Background: an optimization exercise with open tools, aiming at small area, a short achievable clock period and few clock cycles. Do not read the settings as production practice.
Only simulation tests tie the RTL to the original design; equivalence was not proved.
No activity file was given, so power comes from the tool's default toggle rates.

==> flow/design.v (excerpt) <==
module cpu_core (
    input  logic                   clk,
    input  logic                   reset,
    input  logic                   start,
    input  logic                   load_en,
    input  arch_types_pkg::addr_t  load_addr,
    input  arch_types_pkg::instr_t load_data,
    output logic                   out_valid,
    output arch_types_pkg::data_t  out_data,
    output logic                   busy,
    output logic                   halted
);
    logic        running_q;
    logic        z_q, c_q;
    logic [5:0]  t_q, sx_q, s_q;
    logic        fold_q;
    logic        ct_jmp_q, ct_z_q, ct_c_q;
    logic [11:0] x_q;             
    logic        x_ldi_q, x_alu_q, x_out_q, x_hlt_q, x_jmp_q;
    logic [3:0]  x_ra_q, x_rb_q;   
    logic [13:0] x_ctl_q;          
    logic        x_fo_q, x_fo_fwd_q;
    logic [3:0]  x_fo_oh_q;
    logic [3:0]  x_fl_oh_q;
    logic [7:0]  x_fl_imm_q;
    logic        sp_z_q, sp_c_q;
  ...
Size in the first run: about 3700 cells after synthesis, ~1200 flip-flops, roughly 37 I/O pins, roughly 0.053 mm² of cells after synthesis.
==> module prog_mem, before the edit <==
module prog_mem (
    input  logic        clk,
    input  logic        load_en,
    input  logic [5:0]  load_addr,
    input  logic [15:0] load_data,
    input  logic [5:0]  rd_t,
    input  logic [5:0]  rd_x,
    input  logic [5:0]  rd_s,
    input  logic        rd_ct_jmp,  
    input  logic        rd_ct_z,    
    input  logic        rd_ct_c,
    input  logic        rd_z,
    input  logic        rd_c,
    input  logic        rd_fold,
    output logic [15:0] rd_word,
    output logic [3:0]  nx_op,
    output logic [1:0]  nx_d,
    output logic [7:0]  nx_imm
);
    logic [63:0][15:0] words;
    logic [63:0]       row, row_nx, row_t, row_n;
    always_ff @(posedge clk) begin
        for (int i = 0; i < 64; i++) begin
            if (load_en && load_addr == 6'(i)) words[i] <= load_data;
        end
    end
    prog_mem_dec u_dec (
        .t    (rd_t),
        .x    (rd_x),
        .s    (rd_s),
        .fold (rd_fold),
        .row_t (row_t),
        .row_n (row_n)
    );
    prog_mem_rsel u_rsel_nx (
        .ct_jmp (rd_ct_jmp),
        .ct_z   (rd_ct_z),
        .ct_c   (rd_ct_c),
        .z      (rd_z),
        .c      (rd_c),
        .row_t  ({row_t[62:0], row_t[63]}),
        .row_n  ({row_n[62:0], row_n[63]}),
        .row    (row_nx)
    );
    prog_mem_rsel u_rsel (
        .ct_jmp (rd_ct_jmp),
        .ct_z   (rd_ct_z),
        .ct_c   (rd_ct_c),
        .z      (rd_z),
        .c      (rd_c),
        .row_t (row_t),
        .row_n (row_n),
        .row   (row)
    );
    prog_mem_read u_read (
        .row       (row),
        .row_nx    (row_nx),
        .words     (words),
        .rd_word   (rd_word),
        .nx_op     (nx_op),
        .nx_d      (nx_d),
        .nx_imm    (nx_imm)
    );
endmodule
export LEC_CHECK = 0
export CAP_MARGIN = 20
export CORE_MARGIN = 2
export CORE_UTILIZATION = 40
export PLACE_DENSITY = 0.75
export SLEW_MARGIN = 60
export SYNTH_HIERARCHICAL = 1
export TNS_END_PERCENT = 100
create_clock -name core_clock -period 10.0 [get_ports {clk}]
standard.sh (not shown) runs the stock make flow with config.mk's settings and CLKGATE_MAP_FILE= SYNTH_SCRIPT=/design/flow/synth_recipe.tcl, a recipe that flattens the netlist after the stock synthesis.
==> flow/flow/run.sh <==
#!/bin/bash
# Layout flow: the standard ORFS layout (standard.sh, standard synthesis
# unchanged) with these changes in how the layout is made:
#  - clock tree sinks are clustered into larger groups and no dummy loads
#    are inserted, for a smaller clock tree;
set -euo pipefail
cd "$(dirname "$0")/.."
bash standard.sh \
    SETUP_SLACK_MARGIN=6.3 \
    "BUFFER_PORTS_ARGS=-buffer_cell sky130_fd_sc_hd__buf_4" \
    "CTS_ARGS=-sink_clustering_enable -repair_clock_nets -sink_clustering_size 20 -sink_clustering_max_diameter 80 -dont_use_dummy_load" \
    finish > flow_make.log 2>&1
Testbench counts at the start, summed over its fixed seeds: cycles 9,777.
Edit:
--- a/flow/design.v
+++ b/flow/design.v
@@ -158,16 +158,33 @@
     output logic [3:0]  nx_op,
     output logic [1:0]  nx_d,
     output logic [7:0]  nx_imm
 );
     logic [63:0][15:0] words;
+    logic [63:0][15:0] rd_words;
     logic [63:0]       row, row_nx, row_t, row_n;
+    logic              pend_q;
+    logic [5:0]        pend_addr_q;
+    logic [15:0]       pend_data_q;
+    logic              byp0_q, byp1_q;
+    always_ff @(posedge clk) begin
+        pend_q      <= load_en;
+        pend_addr_q <= load_addr;
+        pend_data_q <= load_data;
+        byp0_q      <= load_en && (load_addr == 6'd0);
+        byp1_q      <= load_en && (load_addr == 6'd1);
+    end
     always_ff @(posedge clk) begin
         for (int i = 0; i < 64; i++) begin
-            if (load_en && load_addr == 6'(i)) words[i] <= load_data;
+            if (pend_q && pend_addr_q == 6'(i)) words[i] <= pend_data_q;
         end
     end
+    always_comb begin
+        rd_words    = words;
+        rd_words[0] = byp0_q ? pend_data_q : words[0];
+        rd_words[1] = byp1_q ? pend_data_q : words[1];
+    end
     prog_mem_dec u_dec (
         .t    (rd_t),
         .x    (rd_x),
         .s    (rd_s),
         .fold (rd_fold),
@@ -195,11 +212,11 @@
         .row   (row)
     );
     prog_mem_read u_read (
         .row       (row),
         .row_nx    (row_nx),
-        .words     (words),
+        .words     (rd_words),
         .rd_word   (rd_word),
         .nx_op     (nx_op),
         .nx_d      (nx_d),
         .nx_imm    (nx_imm)
     );
After rerunning: Non-clock buffer count drops by 54. Wire length drops by about 1.4%. Sequential cell count rose by 25. Die area climbs by 1.7%. Final area drops by 0.48%. Clock power barely changes.
Testbench counts after the change, summed over its fixed seeds: cycles 9,777.

## port drivers added, routing unchanged
The flow's constraints put no driver on any port. The routed layouts listed below were extracted and timed again, unchanged, in two steps.
Step 1 sets driving cells, clkbuf_16 on the clock port and buf_2 on the other inputs (assumed; they add their load-dependent delay and slew).
Step 2 moves the port delays by t, midway between the first and last clock arrival at a register: inputs arrive t later, outputs are due t later. That takes back most of the time a late clock gives input paths.
a / b / c = ideal ports / drivers / drivers and shift; a / b = the first two.
run	t, ns	setup slack, ns	cell pins on the clock port's net
the first run	0.721	6.131 / 6.131 / 5.817	1
the second run	0.725	6.253 / 6.253 / 6.123	1
After both steps setup and hold are still met in every run listed. For the first run, which loses most, drivers alone change the setup slack by 0.000 ns; drivers and shift together by -0.314 ns.
